This is an optimization exercise on Yosys and OpenROAD, whose aim is a short achievable clock period and few clock cycles per item, not a production implementation. Function was checked by simulation only, so behaviour that the tests miss may differ from the original. No activity file was given, so power comes from the tool's default toggle rates.

<file path="flow/design.v">
package qls_pkg;
  localparam logic [2:0] ACT_ENABLE  = 3'd0;
  localparam logic [2:0] ACT_DISABLE = 3'd1;
  localparam logic [2:0] ACT_START   = 3'd2;
  localparam logic [2:0] ACT_STOP    = 3'd3;
  localparam logic [2:0] ACT_TICK    = 3'd4;
  localparam int EQ_DEPTH = 64;
  localparam int FQ_DEPTH = 8;
  localparam int RQ_DEPTH = 8;
  localparam int TAG_EN   = 0;   
  localparam int TAG_CLR  = 1;   
  localparam int TAG_FOLD = 2;   
  localparam int TAG_FAIL = 3;   
endpackage
module qls_div_step #(
  parameter int NW = 7
) (
  input  logic [NW+3:0]         pp,
  input  logic [15:1][NW+3:0]   mul,
  output logic [3:0]            digit,
  output logic [NW-1:0]         rem
);
  logic [15:0]          ge;
  logic [15:0][NW-1:0]  diff;
  logic [15:0]          one;
  logic [NW+4:0]        sub;
  always_comb begin
    ge[0]   = 1'b1;
    diff[0] = pp[NW-1:0];
    for (int k = 1; k < 16; k++) begin
      sub     = {1'b0, pp} - {1'b0, mul[k]};
      ge[k]   = !sub[NW+4];
      diff[k] = sub[NW-1:0];
    end
    for (int k = 0; k < 16; k++) begin
      one[k] = ge[k] && ((k == 15) ? 1'b1 : !ge[(k + 1) % 16]);
    end
    digit = '0;
    rem   = '0;
    for (int k = 0; k < 16; k++) begin
      digit = digit | ({4{one[k]}} & 4'(k));
      rem   = rem | ({NW{one[k]}} & diff[k]);
    end
  end
endmodule
module qls_csa #(
  parameter int W = 34
) (
  input  logic [W-1:0] x,
  input  logic [W-1:0] y,
  input  logic [W-1:0] z,
  input  logic         cin,
  output logic [W-1:0] s,
  output logic [W-1:0] c
);
  assign s = x ^ y ^ z;
  assign c = {(x[W-2:0] & y[W-2:0]) | (x[W-2:0] & z[W-2:0]) | (y[W-2:0] & z[W-2:0]), cin};
endmodule
module qls_div #(
  parameter int NW = 7
) (
  input  logic         clk,
  input  logic         rst_n,
  input  logic         req_valid,
  input  logic [64:0]  req,
  output logic         req_pop,
  input  logic         res_space,
  output logic         res_push,
  output logic [191:0] res,
  output logic [2:0]   busy
);
  typedef enum logic [1:0] {
    M_IDLE,
    M_ADD1,
    M_ADD2,
    M_ITER
  } mst_t;
  mst_t         st_r;
  logic [6:0]   cnt_r;
  logic [1:0]   ph_r;      
  logic [31:0]  n_r;       
  logic [32:0]  den_r;     
  logic         n0_r;      
  logic         small_r;   
  logic         nar_r;     
  logic [32:0]  dw_r;      
  logic         clr_r;     
  logic         fin_r;     
  logic         early_r;   
  logic [15:1][NW+3:0] mul_r;
  logic [33:0]  ma_r [2];    
  logic [33:0]  mb_r [2];
  logic [31:0]  lo_r [2];
  logic [31:0]  hi_r [2];
  logic [31:0]  v_r  [2];    
  logic [33:0]  ps_r [2], pc_r [2];    
  logic [17:0]  plo_r[2], phi0_r[2], phi1_r[2];
  logic [35:0]  l_r  [2];
  logic [NW-1:0] rn_r[2];    
  logic [32:0]  rw_r [2];    
  logic [33:0]  wt_r [2];    
  logic [17:0]  wl_r [2];    
  logic [17:0]  wh_r [2];    
  logic [31:0]  q_r  [2];
  logic         s_r  [2];    
  logic [32:0]  dm1_r;       
  logic [32:0]  dm2_r;       
  logic         clr;
  logic         first;
  logic [33:0]  h1;
  logic [31:0]  v    [2];
  logic [3:0]   digit[2];
  logic [NW-1:0] rem [2];
  logic         fin;
  logic         last;      
  assign clr   = req[64];
  assign v[0]  = req[63:32];
  assign v[1]  = req[31:0];
  assign first = clr || n0_r;
  assign h1    = {2'b00, den_r[32:1]};
  assign fin   = fin_r;
  assign last  = (st_r == M_ITER) && nar_r && (cnt_r == 7'd1);
  assign req_pop = ((st_r == M_IDLE) || (last && !first)) && req_valid && res_space;
  logic         ra_v_r, rb_v_r;
  logic [33:0]  ra_r [2], rb_r [2];
  logic [15:0]  rl_r [2];
  logic         rl_c_r [2];
  logic [15:0]  rah_r [2], rbh_r [2];
  logic [31:0]  rlo_r [2], rhi_r [2];
  for (genvar j = 0; j < 2; j++) begin : g_trio
    logic [33:0] qs, qsx;
    logic [33:0] s1, c1, s2, c2, s3, c3;
    logic [33:0] e1, f1;
    logic [33:0] fs, fc;
    logic [17:0] plo;
    logic [17:0] phi0, phi1;
    logic [16:0] phi;
    logic [32:0] p0;
    logic [17:0] wlo;
    logic [17:0] whi;
    assign qs  = {s_r[j], s_r[j], q_r[j]};
    assign qsx = last ? {s_r[j], s_r[j], q_r[j][27:0], 4'd0} : qs;
    qls_csa u_p1 (.x({2'b00, v[j]}), .y(h1), .z(~ma_r[j]), .cin(1'b1), .s(s1), .c(c1));
    qls_csa u_p2 (.x(s1), .y(c1), .z(~mb_r[j]), .cin(1'b1), .s(s2), .c(c2));
    qls_csa u_p3 (.x(s2), .y(c2), .z(~qsx), .cin(1'b1), .s(s3), .c(c3));
    qls_csa u_d (.x(ps_r[j]), .y(pc_r[j]), .z(~{30'd0, early_r ? q_r[j][3:0] : 4'd0}), .cin(1'b1), .s(e1), .c(f1));
    qls_csa u_f (.x(ma_r[j]), .y(mb_r[j]), .z(qs), .cin(1'b0), .s(fs), .c(fc));
    assign plo  = {1'b0, e1[16:0]} + {1'b0, f1[16:0]};
    assign phi0 = {1'b0, e1[33:17]} + {1'b0, f1[33:17]};
    assign phi1 = {1'b0, e1[33:17]} + {1'b0, f1[33:17]} + 18'd1;
    assign phi  = plo_r[j][17] ? phi1_r[j][16:0] : phi0_r[j][16:0];
    assign p0 = phi[16] ? (phi[15] ? dm1_r : dm2_r) : {32'd0, phi[15]};
    qls_div_step #(.NW(NW)) u_step (
      .pp    ({rn_r[j], l_r[j][35:32]}),
      .mul   (mul_r),
      .digit (digit[j]),
      .rem   (rem[j])
    );
    assign wlo = {1'b0, rw_r[j][15:0], l_r[j][35]} - {1'b0, dw_r[16:0]};
    assign whi = {1'b0, wt_r[j][33:17]} - {2'b00, dw_r[32:17]} - {17'd0, wl_r[j][17]};
    always_ff @(posedge clk) begin
      if (req_pop) begin
        ps_r[j] <= s3;
        pc_r[j] <= c3;
        v_r[j]  <= v[j];
      end
      if (st_r == M_ADD1) begin
        plo_r[j]  <= plo;
        phi0_r[j] <= phi0;
        phi1_r[j] <= phi1;
      end
    end
    always_ff @(posedge clk) begin
      if (!rst_n) begin
        ma_r[j] <= '0;
        mb_r[j] <= '0;
        lo_r[j] <= '0;
        hi_r[j] <= '0;
      end else begin
        if (req_pop && first) begin
          ma_r[j] <= {2'b00, v[j]};
          mb_r[j] <= '0;
        end else if (fin) begin
          ma_r[j] <= fs;
          mb_r[j] <= fc;
        end
        if (st_r == M_ADD1) begin
          lo_r[j] <= (clr_r || (lo_r[j] == 32'd0) || (v_r[j] < lo_r[j])) ? v_r[j] : lo_r[j];
          hi_r[j] <= (clr_r || (v_r[j] > hi_r[j])) ? v_r[j] : hi_r[j];
        end
      end
    end
    always_ff @(posedge clk) begin
      if (!rst_n) begin
        s_r[j]   <= 1'b0;
        q_r[j]   <= '0;
      end else if (st_r == M_ITER && nar_r) begin
        rn_r[j] <= rem[j];
        l_r[j]  <= {l_r[j][31:0], 4'd0};
        q_r[j]  <= {q_r[j][27:0], digit[j]};
      end else if (fin) begin
        s_r[j]   <= 1'b0;
        q_r[j]   <= '0;
      end else if (st_r == M_ADD2) begin
        s_r[j]   <= phi[16];
        rn_r[j]  <= p0[NW-1:0];
        rw_r[j]  <= p0;
        l_r[j]   <= {phi[14:0], plo_r[j][16:0], 4'd0};
      end else if (st_r == M_ITER) begin
        if (ph_r == 2'd0) begin
          wt_r[j] <= {rw_r[j], l_r[j][35]};
          wl_r[j] <= wlo;
        end else if (ph_r == 2'd1) begin
          wh_r[j] <= whi;
        end else begin
          rw_r[j] <= wh_r[j][17] ? wt_r[j][32:0] : {wh_r[j][15:0], wl_r[j][16:0]};
          l_r[j]  <= {l_r[j][34:0], 1'b0};
          q_r[j]  <= {q_r[j][30:0], !wh_r[j][17]};
        end
      end
    end
    always_ff @(posedge clk) begin
      if (fin) begin
        ra_r[j]  <= fs;
        rb_r[j]  <= fc;
        rlo_r[j] <= lo_r[j];
        rhi_r[j] <= hi_r[j];
      end
      if (ra_v_r) begin
        {rl_c_r[j], rl_r[j]} <= {1'b0, ra_r[j][15:0]} + {1'b0, rb_r[j][15:0]};
        rah_r[j] <= ra_r[j][31:16];
        rbh_r[j] <= rb_r[j][31:16];
      end
    end
  end
  always_ff @(posedge clk) begin
    if (!rst_n) begin
      st_r    <= M_IDLE;
      n_r     <= '0;
      n0_r    <= 1'b1;
      den_r   <= 33'd1;
      cnt_r   <= '0;
      ph_r    <= 2'd0;
      nar_r   <= 1'b1;
      small_r <= 1'b1;
      dw_r    <= 33'd1;
      dm1_r   <= '0;
      dm2_r   <= '0;
      clr_r   <= 1'b0;
      fin_r   <= 1'b0;
      early_r <= 1'b0;
    end else begin
      fin_r <= ((st_r == M_ITER) && (cnt_r == 7'd1)) || ((st_r == M_ADD1) && (cnt_r == 7'd0));
      small_r <= (den_r[32:NW] == '0);
      if (req_pop) begin
        st_r  <= M_ADD1;
        n_r   <= clr ? 32'd1 : n_r + 32'd1;
        n0_r  <= !clr && (n_r == 32'hFFFF_FFFF);
        den_r <= clr ? 33'd2 : (den_r[32] ? 33'd1 : den_r + 33'd1);
        cnt_r <= first ? 7'd0 : (small_r ? 7'd8 : 7'd96);
        ph_r  <= 2'd0;
        nar_r <= small_r;
        dw_r  <= den_r;
        dm1_r <= {1'b0, n_r};
        dm2_r <= {1'b0, n_r} - 33'd1;
        clr_r <= clr;
        early_r <= last;
      end else begin
        unique case (st_r)
          M_IDLE: ;
          M_ADD1: st_r <= (cnt_r == 7'd0) ? M_IDLE : M_ADD2;
          M_ADD2: st_r <= M_ITER;
          M_ITER: begin
            cnt_r <= cnt_r - 7'd1;
            if (!nar_r) ph_r <= (ph_r == 2'd2) ? 2'd0 : ph_r + 2'd1;
            if (cnt_r == 7'd1) st_r <= M_IDLE;
          end
          default: st_r <= M_IDLE;
        endcase
      end
    end
  end
  always_ff @(posedge clk) begin
    for (int k = 1; k < 16; k++) begin
      mul_r[k] <= (NW+4)'(dw_r[NW-1:0] * (NW+4)'(k));
    end
  end
  always_ff @(posedge clk) begin
    if (!rst_n) begin
      ra_v_r  <= 1'b0;
      rb_v_r  <= 1'b0;
    end else begin
      ra_v_r  <= fin;
      rb_v_r  <= ra_v_r;
    end
  end
  assign res_push = rb_v_r;
  assign res = {rlo_r[1], rah_r[1] + rbh_r[1] + 16'(rl_c_r[1]), rl_r[1], rhi_r[1],
                rlo_r[0], rah_r[0] + rbh_r[0] + 16'(rl_c_r[0]), rl_r[0], rhi_r[0]};
  assign busy = 3'(st_r != M_IDLE) + 3'(fin_r) + 3'(ra_v_r) + 3'(rb_v_r);
endmodule
module qls_front (
  input  logic        clk,
  input  logic        rst_n,
  input  logic        in_valid,
  input  logic        in_ready,
  input  logic [2:0]  in_action,
  input  logic [31:0] in_byte_count,
  output logic        tag_push,
  output logic [3:0]  tag,
  output logic        fold_push,
  output logic [64:0] fold_req
);
  logic        ir_v;
  logic [2:0]  ir_act;
  logic [31:0] ir_b;
  logic        en_r;
  logic        open_r;
  logic        clrp_r;    
  logic [31:0] el_r;
  logic        b_zero;
  logic        stop_ok;
  always_ff @(posedge clk) begin
    if (!rst_n) ir_v <= 1'b0;
    else        ir_v <= in_valid && in_ready;
    ir_act <= in_action;
    ir_b   <= in_byte_count;
  end
  assign b_zero  = (ir_b == 32'd0);
  assign stop_ok = (ir_act == qls_pkg::ACT_STOP) && en_r && open_r && !b_zero;
  always_comb begin
    tag = '0;
    tag[qls_pkg::TAG_EN] = en_r;
    unique case (ir_act)
      qls_pkg::ACT_ENABLE: begin
        tag[qls_pkg::TAG_EN]  = 1'b1;
        tag[qls_pkg::TAG_CLR] = !en_r;
      end
      qls_pkg::ACT_DISABLE: tag[qls_pkg::TAG_EN] = 1'b0;
      qls_pkg::ACT_STOP: begin
        tag[qls_pkg::TAG_FOLD] = en_r && open_r && !b_zero;
        tag[qls_pkg::TAG_FAIL] = en_r && open_r && b_zero;
      end
      default: ;
    endcase
  end
  assign tag_push  = ir_v;
  assign fold_push = ir_v && stop_ok;
  assign fold_req  = {clrp_r, el_r, ir_b};
  always_ff @(posedge clk) begin
    if (!rst_n) begin
      en_r   <= 1'b0;
      open_r <= 1'b0;
      clrp_r <= 1'b0;
      el_r   <= '0;
    end else if (ir_v) begin
      unique case (ir_act)
        qls_pkg::ACT_ENABLE: begin
          if (!en_r) begin
            en_r   <= 1'b1;
            clrp_r <= 1'b1;
          end
        end
        qls_pkg::ACT_DISABLE: en_r <= 1'b0;
        qls_pkg::ACT_START: begin
          if (en_r) begin
            open_r <= 1'b1;
            el_r   <= '0;
          end
        end
        qls_pkg::ACT_STOP: begin
          if (en_r && open_r) begin
            open_r <= 1'b0;
            if (!b_zero) clrp_r <= 1'b0;
          end
        end
        qls_pkg::ACT_TICK: begin
          if (open_r && (el_r != 32'hFFFF_FFFF)) el_r <= el_r + 32'd1;
        end
        default: ;
      endcase
    end
  end
endmodule
module qls_fifo #(
  parameter int W = 8,
  parameter int D = 4,
  parameter bit WALL = 1'b0
) (
  input  logic         clk,
  input  logic         rst_n,
  input  logic         push,
  input  logic [W-1:0] wdata,
  input  logic         pop,
  output logic [W-1:0] rdata,
  output logic         nonempty,
  output logic [$clog2(D):0] count
);
  localparam int PW = $clog2(D);
  logic [W-1:0]  mem_r [D];
  logic [PW-1:0] wr_r;
  logic [PW-1:0] rd_r;
  logic [PW:0]   cnt_r;
  logic          ne_r;
  assign rdata    = mem_r[rd_r];
  assign nonempty = ne_r;
  assign count    = cnt_r;
  always_ff @(posedge clk) begin
    if (!rst_n) begin
      wr_r  <= '0;
      rd_r  <= '0;
      cnt_r <= '0;
      ne_r  <= 1'b0;
    end else begin
      if (push) wr_r <= wr_r + PW'(1);
      if (pop)  rd_r <= rd_r + PW'(1);
      if (push && !pop) begin
        cnt_r <= cnt_r + (PW+1)'(1);
        ne_r  <= 1'b1;
      end else if (!push && pop) begin
        cnt_r <= cnt_r - (PW+1)'(1);
        ne_r  <= (cnt_r != (PW+1)'(1));
      end
    end
  end
  always_ff @(posedge clk) begin
    if (WALL ? (cnt_r != (PW+1)'(D)) : push) mem_r[wr_r] <= wdata;
  end
endmodule
module qls_queue #(
  parameter int W = 8,
  parameter int D = 4,
  parameter bit WALL = 1'b0
) (
  input  logic         clk,
  input  logic         rst_n,
  input  logic         push,
  input  logic [W-1:0] wdata,
  input  logic         pop,
  output logic [W-1:0] head,
  output logic         head_valid,
  output logic [$clog2(D):0] count
);
  logic         hv_r;
  logic [W-1:0] hd_r;
  logic         fill;
  logic         f_push;
  logic         f_pop;
  logic         f_ne;
  logic [W-1:0] f_rdata;
  assign fill   = !hv_r || pop;
  assign f_pop  = fill && f_ne;
  assign f_push = push;
  qls_fifo #(.W(W), .D(D), .WALL(WALL)) u_fifo (
    .clk      (clk),
    .rst_n    (rst_n),
    .push     (f_push),
    .wdata    (wdata),
    .pop      (f_pop),
    .rdata    (f_rdata),
    .nonempty (f_ne),
    .count    (count)
  );
  always_ff @(posedge clk) begin
    if (!rst_n) begin
      hv_r <= 1'b0;
    end else if (fill) begin
      hv_r <= f_ne;
    end
  end
  always_ff @(posedge clk) begin
    if (fill) hd_r <= f_rdata;
  end
  assign head       = hd_r;
  assign head_valid = hv_r;
endmodule
module qls_back (
  input  logic         clk,
  input  logic         rst_n,
  input  logic         tag_valid,
  input  logic [3:0]   tag,
  output logic         tag_pop,
  input  logic         res_valid,
  input  logic [191:0] res,
  output logic         res_pop,
  output logic         out_valid,
  input  logic         out_ready,
  output logic         out_enabled,
  output logic [31:0]  out_query_total,
  output logic [31:0]  out_error_total,
  output logic [191:0] out_stats
);
  logic         ov_r;
  logic         en_r;
  logic [31:0]  qt_r;
  logic [31:0]  et_r;
  logic [31:0]  qt1_r;    
  logic [31:0]  et1_r;    
  logic [191:0] st_r;
  logic         can;
  assign can     = tag_valid && (!tag[qls_pkg::TAG_FOLD] || res_valid);
  assign tag_pop = can && (!ov_r || out_ready);
  assign res_pop = tag_pop && tag[qls_pkg::TAG_FOLD];
  always_ff @(posedge clk) begin
    if (!rst_n) begin
      ov_r <= 1'b0;
      en_r <= 1'b0;
      qt_r <= '0;
      et_r <= '0;
      st_r <= '0;
    end else if (tag_pop) begin
      ov_r <= 1'b1;
      en_r <= tag[qls_pkg::TAG_EN];
      if (tag[qls_pkg::TAG_CLR]) begin
        qt_r <= '0;
        et_r <= '0;
        st_r <= '0;
      end else begin
        if (tag[qls_pkg::TAG_FAIL]) et_r <= et1_r;
        if (tag[qls_pkg::TAG_FOLD]) begin
          qt_r <= qt1_r;
          st_r <= res;
        end
      end
    end else if (out_ready) begin
      ov_r <= 1'b0;
    end
  end
  always_ff @(posedge clk) begin
    if (!rst_n || (tag_pop && tag[qls_pkg::TAG_CLR])) begin
      qt1_r <= 32'd1;
      et1_r <= 32'd1;
    end else begin
      qt1_r <= qt_r + 32'd1;
      et1_r <= et_r + 32'd1;
    end
  end
  assign out_valid       = ov_r;
  assign out_enabled     = en_r;
  assign out_query_total = qt_r;
  assign out_error_total = et_r;
  assign out_stats       = st_r;
endmodule
module query_latency_size_stats_top #(
  parameter int STAT_WIDTH = 32
) (
  input  logic        clk,
  input  logic        rst_n,
  input  logic        in_valid,
  output logic        in_ready,
  input  logic [2:0]  in_action,
  input  logic [31:0] in_byte_count,
  output logic        out_valid,
  input  logic        out_ready,
  output logic        out_enabled,
  output logic [31:0] out_query_total,
  output logic [31:0] out_error_total,
  output logic [31:0] out_bytes_least,
  output logic [31:0] out_bytes_mean,
  output logic [31:0] out_bytes_most,
  output logic [31:0] out_millis_least,
  output logic [31:0] out_millis_mean,
  output logic [31:0] out_millis_most
);
  localparam int EQW = $clog2(qls_pkg::EQ_DEPTH);
  localparam int FQW = $clog2(qls_pkg::FQ_DEPTH);
  localparam int RQW = $clog2(qls_pkg::RQ_DEPTH);
  logic         in_ready_r;
  logic         tag_push, tag_valid, tag_pop;
  logic [3:0]   tag_in, tag_out;
  logic         fold_push, req_valid, req_pop;
  logic [64:0]  req_in, req_out;
  logic         res_push, res_valid, res_pop;
  logic [191:0] res_in, res_out;
  logic [EQW:0] eq_cnt;
  logic [FQW:0] fq_cnt;
  logic [RQW:0] rq_cnt;
  logic [191:0] stats;
  logic [2:0]   m_busy;
  logic         res_space;
  always_ff @(posedge clk) begin
    if (!rst_n) res_space <= 1'b1;
    else        res_space <= ({1'b0, rq_cnt} + (RQW+2)'(m_busy)) < (RQW+2)'(qls_pkg::RQ_DEPTH - 1);
  end
  always_ff @(posedge clk) begin
    if (!rst_n) in_ready_r <= 1'b1;
    else        in_ready_r <= (eq_cnt <= (EQW+1)'(qls_pkg::EQ_DEPTH - 4)) &&
                              (fq_cnt <= (FQW+1)'(qls_pkg::FQ_DEPTH - 4));
  end
  assign in_ready = in_ready_r;
  qls_front u_front (
    .clk           (clk),
    .rst_n         (rst_n),
    .in_valid      (in_valid),
    .in_ready      (in_ready_r),
    .in_action     (in_action),
    .in_byte_count (in_byte_count),
    .tag_push      (tag_push),
    .tag           (tag_in),
    .fold_push     (fold_push),
    .fold_req      (req_in)
  );
  qls_queue #(.W(4), .D(qls_pkg::EQ_DEPTH)) u_eq (
    .clk      (clk),
    .rst_n    (rst_n),
    .push     (tag_push),
    .wdata    (tag_in),
    .pop      (tag_pop),
    .head       (tag_out),
    .head_valid (tag_valid),
    .count    (eq_cnt)
  );
  qls_queue #(.W(65), .D(qls_pkg::FQ_DEPTH), .WALL(1'b1)) u_fq (
    .clk      (clk),
    .rst_n    (rst_n),
    .push     (fold_push),
    .wdata    (req_in),
    .pop      (req_pop),
    .head       (req_out),
    .head_valid (req_valid),
    .count    (fq_cnt)
  );
  qls_div u_mean (
    .clk       (clk),
    .rst_n     (rst_n),
    .req_valid (req_valid),
    .req       (req_out),
    .req_pop   (req_pop),
    .res_space (res_space),
    .res_push  (res_push),
    .res       (res_in),
    .busy      (m_busy)
  );
  qls_fifo #(.W(192), .D(qls_pkg::RQ_DEPTH)) u_rq (
    .clk      (clk),
    .rst_n    (rst_n),
    .push     (res_push),
    .wdata    (res_in),
    .pop      (res_pop),
    .rdata    (res_out),
    .nonempty (res_valid),
    .count    (rq_cnt)
  );
  qls_back u_back (
    .clk             (clk),
    .rst_n           (rst_n),
    .tag_valid       (tag_valid),
    .tag             (tag_out),
    .tag_pop         (tag_pop),
    .res_valid       (res_valid),
    .res             (res_out),
    .res_pop         (res_pop),
    .out_valid       (out_valid),
    .out_ready       (out_ready),
    .out_enabled     (out_enabled),
    .out_query_total (out_query_total),
    .out_error_total (out_error_total),
    .out_stats       (stats)
  );
  assign {out_bytes_least, out_bytes_mean, out_bytes_most,
          out_millis_least, out_millis_mean, out_millis_most} = stats;
endmodule
</file>
<file path="flow/flow/run.sh">
#!/bin/bash
set -uo pipefail
bash standard.sh SETUP_SLACK_MARGIN=6.5 finish > make_finish.log 2>&1
status=$?
tail -20 make_finish.log
exit $status
</file>
<file path="flow/standard.sh">
#!/bin/bash
# synth_recipe.tcl (not shown) runs the flow's synth.tcl, then flattens the netlist and writes it again
# the make line also repeats each setting of config.mk as NAME=value (left out here)
make -C /OpenROAD-flow-scripts/flow DESIGN_CONFIG=/design/flow/config.mk WORK_HOME=/design/flow/orfs CLKGATE_MAP_FILE= SYNTH_SCRIPT=/design/flow/synth_recipe.tcl "${@:-finish}"
</file>
<file path="flow/config.mk">
export PLATFORM = sky130hd
export DESIGN_NAME = query_latency_size_stats_top
export DESIGN_NICKNAME = query_latency_size_stats_top
export VERILOG_FILES = /design/flow/design.v
export SDC_FILE = /design/flow/constraint.sdc
export NUM_CORES = 4
export LEC_CHECK = 0
export ABC_CLOCK_PERIOD_IN_PS = 3000
export CAP_MARGIN = 20
export CORE_MARGIN = 2
export CORE_UTILIZATION = 45
export SLEW_MARGIN = 20
</file>
<file path="flow/constraint.sdc">
create_clock -name core_clock -period 10.0 [get_ports {clk}]
set_input_delay 2.0000 -clock core_clock [delete_from_list [all_inputs] [get_ports {clk}]]
set_output_delay 2.0000 -clock core_clock [all_outputs]
set_load 0.01 [all_outputs]
</file>
==> results of run 1 <==
flip-flops by register name (all words and copies together), names as in the netlist, 62 cells and up, named ones only:
| register | cells |
|---|---|
| u_mean.rw_r | 66 |
| u_mean.q_r | 64 |
| u_mean.rhi_r | 64 |
| u_mean.wt_r | 68 |
| u_mean.lo_r | 64 |
| u_mean.hi_r | 64 |
| u_mean.ma_r | 68 |
| u_mean.rlo_r | 64 |
| u_mean.rb_r | 62 |
| u_back.st_r | 192 |
| u_mean.ra_r | 64 |
| u_rq.mem_r | 1536 |
| u_mean.mul_r | 63 |
| u_eq.u_fifo.mem_r | 256 |
| u_fq.u_fifo.mem_r | 520 |
| u_fq.hd_r | 65 |
| u_mean.v_r | 64 |
| u_mean.ps_r | 68 |
| u_mean.pc_r | 66 |
| u_mean.mb_r | 66 |
| u_mean.l_r | 64 |
cells by family after synthesis:
kind of cell,Yosys count,share of synthesized area
buf+inv,1631,0.0321
compound gates,1853,0.0613
xor+xnor,489,0.0224
simple gates,2795,0.0659
mux,1369,0.111
fa+ha+maj,1062,0.0819
flops,4332,0.626
worst min-delay path by stage:
stage | from | cells past startpoint | endpoint
3_3_place_gp | u_mean.rw_r[1][22]$_DFFE_PP_ | 0 | u_mean.wt_r[1][23]$_DFFE_PP_
4_1_cts | u_mean.rb_r[1][16]$_DFFE_PP_ | 0 | u_mean.rbh_r[1][0]$_DFFE_PP_
6_report | u_mean.rb_r[1][16]$_DFFE_PP_ | 0 | u_mean.rbh_r[1][0]$_DFFE_PP_
3_5_place_dp | u_mean.ra_r[0][23]$_DFFE_PP_ | 0 | u_mean.rah_r[0][7]$_DFFE_PP_
5_1_grt | u_mean.rb_r[1][16]$_DFFE_PP_ | 0 | u_mean.rbh_r[1][0]$_DFFE_PP_
2_1_floorplan | u_mean.ra_r[0][16]$_DFFE_PP_ | 0 | u_mean.rah_r[0][0]$_DFFE_PP_
through the flow:
stage / std cells / total power, mW / util / hold WS [ps] / instance area [sq um]
detailed placement: 19100 / 26.0 / 0.476 / 405 / 202000
global placement: 19100 / 25.9 / 0.476 / 401 / 202000
global route: 20200 / 44.4 / 0.521 / 402 / 221000
CTS: 20100 / 43.1 / 0.518 / 384 / 220000
finish: 20200 / 42.9 / 0.521 / 401 / 221000
floorplan: 13500 / 24.2 / - / 400 / 192000
layout make-up:
cell class / count / area [sq um] / share of cell area
Sequential cell: 4332 / 120000 / 0.545
Timing Repair inverter: 1 / 8.76 / 0.0000397
Multi-Input combinational cell: 7572 / 67300 / 0.305
Antenna cell: 6 / 15.0 / 0.0000680
Clock buffer: 623 / 12600 / 0.0572
Clock inverter: 222 / 2490 / 0.0113
Inverter: 1081 / 4110 / 0.0186
Tap cell: 5663 / 7090 / 0.0321
Timing Repair Buffer: 689 / 6740 / 0.0305
power groups by stage:
| stage | combinational [mW] | sequential [mW] | clock [mW] |
|---|---|---|---|
| 2_1_floorplan | 3.16 | 21.0 | 0 |
| 3_3_place_gp | 4.66 | 21.3 | 0 |
| 3_5_place_dp | 4.68 | 21.3 | 0 |
| 4_1_cts | 4.88 | 20.9 | 17.4 |
| 5_1_grt | 5.41 | 20.9 | 18.1 |
| 6_report | 4.97 | 20.9 | 17.0 |
cells in the final DEF, fill, tap and decap left out, drive strengths merged, types with 47 or more instances in the layout:
cell / Yosys / final
xnor2: 307 / 307
a21oi: 685 / 685
mux2i: 703 / 703
nand2b: 67 / 67
nand4: 88 / 88
a211oi: 193 / 193
nand3: 141 / 141
mux2: 68 / 68
buf: 127 / 649
edfxtp: 3317 / 3317
clkinv: 0 / 139
a22oi: 72 / 72
clkbuf: 423 / 624
nor3b: 65 / 65
mux4: 598 / 598
dfxtp: 1015 / 1015
nor2b: 57 / 57
o22ai: 58 / 58
inv: 1081 / 1092
o21a: 89 / 89
nor4: 59 / 59
o21ai: 284 / 284
nor2: 1298 / 1298
and2: 45 / 47
ha: 741 / 741
and3: 54 / 54
nand2: 618 / 618
nor3: 143 / 143
xor2: 182 / 182
fa: 321 / 321
a21o: 125 / 125
or3: 66 / 66
metal layers:
layer	up-vias	GRT usage
met5	-	0
met4	0	0.0599
met3	626	0.0285
met2	3182	0.357
met1	57200	0.335
li1	51200	-
critical path: cells and delay by family, from the launching register on:
family / cells / cell delay [ps]
AOI/OAI and AO/OA: 4 / 870
and+or+nand+nor: 2 / 850
buffers and inverters: 2 / 90
xor gates and xnor gates: 2 / 480
DFF: 1 / 330
adders and majority gates: 2 / 700
timing repair:
action | CTS | global route
gates resized for setup | 1789 | 139
hold endpoints to repair | 0 | 0
setup endpoints to repair | 1552 | 600
pin swaps | 42 | 48
hold buffers | 0 | 0
setup buffers | 146 | 49
cloned | 9 | 1
==> results.sh, run 1 <==
export IMPL_fin_crit_sh=0.355
export IMPL_wl_per_cell_um=24.7
export IMPL_cp_end_kind="register"
export IMPL_cap_violations=0
export IMPL_routed_wl_mm=499
export IMPL_dp_hpwl_mm=324
export IMPL_worst_pin_slew_ps=1240
export IMPL_synth_nets=14600
export IMPL_cts_buffers=444
export IMPL_timing_critical_path_from="u_mean.ps_r[0][26]$_DFFE_PP_"
export IMPL_clock_sinks=4332
export IMPL_slew_violations=0
export IMPL_met1Wirelength_mm=227
export IMPL_area_growth_pct=15.2
export IMPL_worstPathMaxFanout=9
export IMPL_via_per_inst=5.56
export IMPL_synthArstFlopShare=0
export IMPL_postLayoutSetupSlackWorst_ps=6450
export IMPL_drt_iter0_drc=10100
export IMPL_cts_htree_levels=5
export IMPL_p_int_mw=32.1
export IMPL_power_frac_comb=0.116
export IMPL_worstPathRequired_ps=10720
export IMPL_yosys_area_top_type="edfxtp_1"
export IMPL_pwr_share_seq=0.487
export IMPL_port_buffers=297
export IMPL_synthDistinctLibCells=96
export IMPL_crit_end="u_mean.phi1_r[0][16]$_DFFE_PP_"
export IMPL_ys_flop_type="edfxtp_1"
export IMPL_synth_top_cells_by_count="edfxtp_1 (3317), nor2_1 (1298), inv_1 (1078), dfxtp_1 (1015), ha_1 (741)"
export IMPL_io_pin_count=298
export IMPL_crit_chain="inv_1 > ha_1 > inv_1 > ha_1 > nand4_1 > a21oi_4 > a2111oi_4 > o31ai_1 > a21oi_2 > xnor2_2 > or4b_4 > xnor2_1"
export IMPL_irDropWorstVdd_mv=0.158
export IMPL_die_w_um=657
export IMPL_dr_max_layer_used="met4"
export IMPL_synthCells=13500
export IMPL_r2r_start="u_mean.ps_r[0][26]$_DFFE_PP_"
export IMPL_grt_pass1_vias=110000
export IMPL_hold_violations=0
export IMPL_ys_seq_area_frac=0.626
export IMPL_wl_met2_mm=229
export IMPL_power_switching_mw=10.8
export IMPL_nNetsFinal=15200
export IMPL_worst_ep_arrival_time_ps=4270
export IMPL_cpPeakStageDelay_ps=520
export IMPL_vias=112000
export IMPL_grt_overflow=0
export IMPL_setup_viol=0
export IMPL_ys_ff_latch=4332
export IMPL_path_clk_slew_ps=60
export IMPL_power_density_mw_per_mm2=194
export IMPL_min_period_ps=3550
export IMPL_hp_class="reg -> reg"
export IMPL_cts_tree="built"
export IMPL_start_kind="register"
export IMPL_p_leak_nw=77.2
export IMPL_fin_skew_ps=98.3
export IMPL_relSlewSlack=0.168
export IMPL_p_clk_frac=0.398
export IMPL_syn_area_per_cell_sq_um=14.2
export IMPL_grt_usage=0.227
export IMPL_grt_pass1_wl_mm=737
export IMPL_r2r_slack_ps=6450
export IMPL_swShare=0.251
export IMPL_crit_slowest_cell="or4b_4"
export IMPL_antenna_found_initial=28
export IMPL_cts_buffer_depth=4
export IMPL_netlist_top_cells_area="edfxtp_1 (52%), dfxtp_1 (11%), mux4_2 (7.0%)"
export IMPL_rsz0062_at_grt="yes"
export IMPL_drive_above_1_share=0.177
export IMPL_syn_cell_area_sq_mm=0.192
export IMPL_fill_cells=35400
export IMPL_ys_warn_count=66
export IMPL_insertion_delay_ps=1020
export IMPL_worst_r2r_path_depth=12
export IMPL_place_gp_congestion=0.886
export IMPL_die_h_um=657
export IMPL_synthMostInstantiatedCell="edfxtp_1"
export IMPL_dpl_worst_slack_ps=4250
export IMPL_wl_met3_mm=29.7
export IMPL_drcViolationCount=0
export IMPL_fin_setup_tns_ps=0
export IMPL_path_class="reg -> reg"
export IMPL_ant_nets=0
export IMPL_status="no timing/DRC/antenna violations"
export IMPL_core_sq_mm=0.424
export IMPL_core_rowCount=239
export IMPL_r2r_end="u_mean.phi1_r[0][16]$_DFFE_PP_"
export IMPL_cts_root_buf="clkbuf_16"
export IMPL_fmax_ghz=0.282
export IMPL_initial_utilization=0.452
export IMPL_grt_start_max_net_pins=170
export IMPL_dr_pass1_iters=6
export IMPL_synth_edff_count=3317
export IMPL_die_area_sq_mm=0.431
export IMPL_synth_top_area_share=0.520
Testbench counts, summed over its fixed seeds: cycles 31,323, items 30,830.
==> inputs of run 2 (changes only) <==
--- a/flow/design.v
+++ b/flow/design.v
@@ -529,3 +529,3 @@
   always_ff @(posedge clk) begin
-    if (!rst_n || (tag_pop && tag[qls_pkg::TAG_CLR])) begin
+    if (!rst_n || (tag_valid && tag[qls_pkg::TAG_CLR])) begin
       qt1_r <= 32'd1;
==> results.sh, run 2 <==
export IMPL_rsz0062_at_grt="yes"
export IMPL_path_delay_family="compound AO/OA/AOI/OAI gates"
export IMPL_final_cell_mix="edfxtp_1 (3317), inv_1 (1074), nor2_1 (1038)"
export IMPL_ant_nets=0
export IMPL_top_register="u_rq.mem_r"
export IMPL_synth_edff_count=3317
export IMPL_syn_area_per_cell_sq_um=14.3
export IMPL_die_h_um=656
export IMPL_synthArstFlopShare=0
export IMPL_drcViolationCount=0
export IMPL_final_area_sq_mm=0.220
export IMPL_cpPeakStageDelay_ps=500
export IMPL_synth_top_area_share=0.520
export IMPL_worst_r2r_path_depth=14
export IMPL_drt_iter0_drc=9490
export IMPL_final_util=0.520
export IMPL_netlist_top_cells_area="edfxtp_1 (52%), dfxtp_1 (11%), mux4_2 (7.0%)"
export IMPL_synthCells=13400
export IMPL_hold_start="u_mean.ra_r[0][0]$_DFFE_PP_"
export IMPL_largest_reg_flops=1536
export IMPL_synth_nets=14500
export IMPL_grt_start_max_net_pins=177
export IMPL_cp_end_kind="register"
export IMPL_cts_root_buf="clkbuf_16"
export IMPL_core_rowCount=239
export IMPL_synthMostInstantiatedCell="edfxtp_1"
export IMPL_ys_ff_latch=4332
export IMPL_muxShareOfSynthArea=0.111
export IMPL_via_per_inst=5.50
export IMPL_wl_per_cell_um=23.9
export IMPL_postLayoutSetupSlackWorst_ps=6420
export IMPL_syn_cell_area_sq_mm=0.191
export IMPL_relSlewSlack=0.274
export IMPL_ys_flop_type="edfxtp_1"
export IMPL_synth_compound_area_share=0.0568
export IMPL_die_area_sq_mm=0.431
export IMPL_hp_class="reg -> reg"
export IMPL_dr_pass1_iters=7
export IMPL_critPathBufInv=2
export IMPL_ys_seq_area_frac=0.626
export IMPL_cts_buffer_depth=4
export IMPL_fin_skew_ps=83.0
export IMPL_synthSimpleGateAreaFrac=0.0680
export IMPL_core_sq_mm=0.424
export IMPL_power_density_mw_per_mm2=195
export IMPL_fin_total_pwr_mw=42.9
export IMPL_start_kind="register"
export IMPL_p_leak_nw=79.4
export IMPL_path_class="reg -> reg"
export IMPL_worstPathRequired_ps=10730
export IMPL_fin_setup_tns_ps=0
export IMPL_synthDistinctLibCells=101
export IMPL_synth_top_family_by_area="multiplexers"
export IMPL_synth_top_cells_by_count="edfxtp_1 (3317), inv_1 (1082), nor2_1 (1067), dfxtp_1 (1015), nand2_1 (757)"
export IMPL_clock_sinks=4332
export IMPL_worstPathMaxFanout=3
export IMPL_grt_overflow=0
export IMPL_nNetsFinal=15100
export IMPL_synth_adder_area_share=0.0820
export IMPL_r2r_end="u_mean.plo_r[1][17]$_DFFE_PP_"
export IMPL_ys_warn_count=66
export IMPL_crit_chain="buf_6 > and2_4 > fa_1 > inv_2 > ha_4 > nor2b_1 > o21a_1 > o21a_1 > o211a_1 > o2111a_1 > or3_4 > a31oi_4 > o21ai_2 > a31o_2"
export IMPL_yosys_area_top_type="edfxtp_1"
export IMPL_cpMostUsedCell="o21a_1"
export IMPL_r2r_slack_ps=6420
export IMPL_crit_slowest_cell="fa_1"
export IMPL_cap_violations=0
export IMPL_die_w_um=656
export IMPL_antenna_found_initial=25
export IMPL_hold_depth=0
export IMPL_insertion_delay_ps=1010
export IMPL_port_buffers=297
export IMPL_io_pin_count=298
export IMPL_grt_pass1_vias=109000
export IMPL_hold_slack_ps=359
export IMPL_whs_endpoint="u_mean.rl_r[0][0]$_DFFE_PP_"
export IMPL_dpl_worst_slack_ps=4950
export IMPL_fin_crit_sh=0.358
export IMPL_initial_utilization=0.452
export IMPL_drive_above_1_share=0.177
export IMPL_worst_ep_arrival_time_ps=4310
export IMPL_path_clk_slew_ps=70
export IMPL_cts_htree_levels=5
export IMPL_layoutNonFillerInstCount=20000
export IMPL_fmax_ghz=0.279
export IMPL_r2r_start="u_mean.q_r[1][1]$_SDFFE_PN0P_"
export IMPL_cts_tree="built"
export IMPL_largest_registers="u_rq.mem_r x1536, u_fq.u_fifo.mem_r x520, u_eq.u_fifo.mem_r x256"
export IMPL_grt_pass1_wl_mm=711
export IMPL_irDropWorstVdd_mv=0.161
export IMPL_grt_usage=0.218
export IMPL_cts_buffers=449
export IMPL_fill_cells=35200
export IMPL_routed_wl_mm=480
export IMPL_place_gp_congestion=0.911
export IMPL_worst_pin_slew_ps=1090
export IMPL_status="no timing/DRC/antenna violations"
export IMPL_dp_hpwl_mm=311
export IMPL_vias=110000
export IMPL_hold_violations=0
export IMPL_synth_xor_area_share=0.0236
export IMPL_area_growth_pct=15.1
export IMPL_place_area_sq_mm=0.202
export IMPL_setup_viol=0
export IMPL_final_common_cell="edfxtp_1"
export IMPL_min_period_ps=3580
export IMPL_slew_violations=0
export IMPL_placedCellCount=19000
## run 2: changes by cell type after synthesis, sizes merged, moves of 39 or more
cell / before / now
nand2: 618 / 758
a21boi: 12 / 59
nor3b: 65 / 18
nor2b: 57 / 134
o21a: 89 / 39
a21oi: 685 / 540
o211a: 4 / 138
nor2: 1298 / 1068
nand3: 141 / 212
nand3b: 18 / 57
a211oi: 193 / 46
## run 2: how the worst max path moves through the flow
stage | from | end | slack (ps) | cells after the start
2_1_floorplan | rst_n | u_mean.wl_r[0][0]$_DFFE_PP_ | 3870 | 4
3_3_place_gp | out_ready | u_back.st_r[149]$_SDFFE_PN0P_ | 5010 | 9
3_5_place_dp | out_ready | u_back.st_r[154]$_SDFFE_PN0P_ | 4950 | 9
4_1_cts | u_back.st_r[51]$_SDFFE_PN0P_ | out_millis_mean[19] | 6410 | 1
5_1_grt | u_mean.q_r[1][1]$_SDFFE_PN0P_ | u_mean.plo_r[1][17]$_DFFE_PP_ | 6320 | 14
6_report | u_mean.q_r[1][1]$_SDFFE_PN0P_ | u_mean.plo_r[1][17]$_DFFE_PP_ | 6420 | 14
## run 2: worst register-to-register path, cell delays in order (launching register included)
cell and delay, ps:
dfxtp_2 320, buf_6 130, and2_4 160, fa_1 500
inv_2 60, ha_4 200, nor2b_1 120, o21a_1 180
o21a_1 190, o211a_1 230, o2111a_1 280, or3_4 420
a31oi_4 200, o21ai_2 100, a31o_2 220
## run 2: where the power goes
part / total, mW / switching (mW) / internal, mW
clock network: 17.1 / 7.09 / 10.0
logic: 4.92 / 2.87 / 2.05
registers: 20.8 / 0.676 / 20.2
## run 2: layout make-up
cell class / count / area [sq um] / area share
Antenna cell: 6 / 15.0 / 0.0000681
Timing Repair inverter: 1 / 8.76 / 0.0000397
Tap cell: 5663 / 7090 / 0.0322
Inverter: 1085 / 4120 / 0.0187
Clock inverter: 237 / 2640 / 0.0120
Clock buffer: 610 / 12600 / 0.0574
Timing Repair Buffer: 657 / 6280 / 0.0285
Sequential cell: 4332 / 120000 / 0.547
Multi-Input combinational cell: 7449 / 67100 / 0.305
## run 2: logic make-up (layout without fill, tap and decap cells)
kind of cell	count (synthesis)	count (layout)
flip-flops	4332	4332
adder cells (fa/ha/maj)	1062	1062
AO/OA/AOI/OAI	1666	1668
other	0	6
buffers and inverters	1623	2590
XOR/XNOR	516	516
AND/OR/NAND/NOR	2825	2828
multiplexers	1375	1375
## run 2: routing by layer
layer,wire length [um],track usage,share of wire
met1,217000,0.312,0.45
met2,225000,0.353,0.47
met3,27500,0.0317,0.057
met4,10300,0.0470,0.021
met5,0,0,0
## run 2: timing repair
item	in CTS	in global routing
buffers inserted	129	53
gates cloned	6	2
resized for setup	1746	175
pin swaps	48	61
endpoints found under the setup margin	1421	588
hold buffers	0	0
Testbench counts of run 2, summed over its fixed seeds: cycles 31,323, items 30,830.

-- what the ideal ports hide --
How much do the figures lean on ideal ports? The routed layouts below were timed once more, with nothing changed but the port constraints. Step 1 sets driving cells, clkbuf_16 on the clock port and buf_2 on the other inputs (assumed; they add their load-dependent delay and slew). Step 2 also shifts input and output timing later by t, the mid clock arrival at the registers, as if the neighbouring blocks saw the same clock. a / b / c = no drivers / after step 1 / after step 2; a / b = the first two.
run	t, ns	setup slack, ns	hold WS [ns]	clock arrival spread, ns	pins driven straight from the clock port
run 1	1.072	6.450 / 6.356 / 5.546	0.401 / 0.401 / 0.401	0.111 / 0.111	1
run 2	1.084	6.420 / 6.398 / 5.441	0.359 / 0.359 / 0.359	0.090 / 0.090	1
After both steps every run listed still meets setup and hold. For run 2, which loses most, drivers alone change the setup slack by -0.022 ns; drivers and shift together by -0.979 ns.
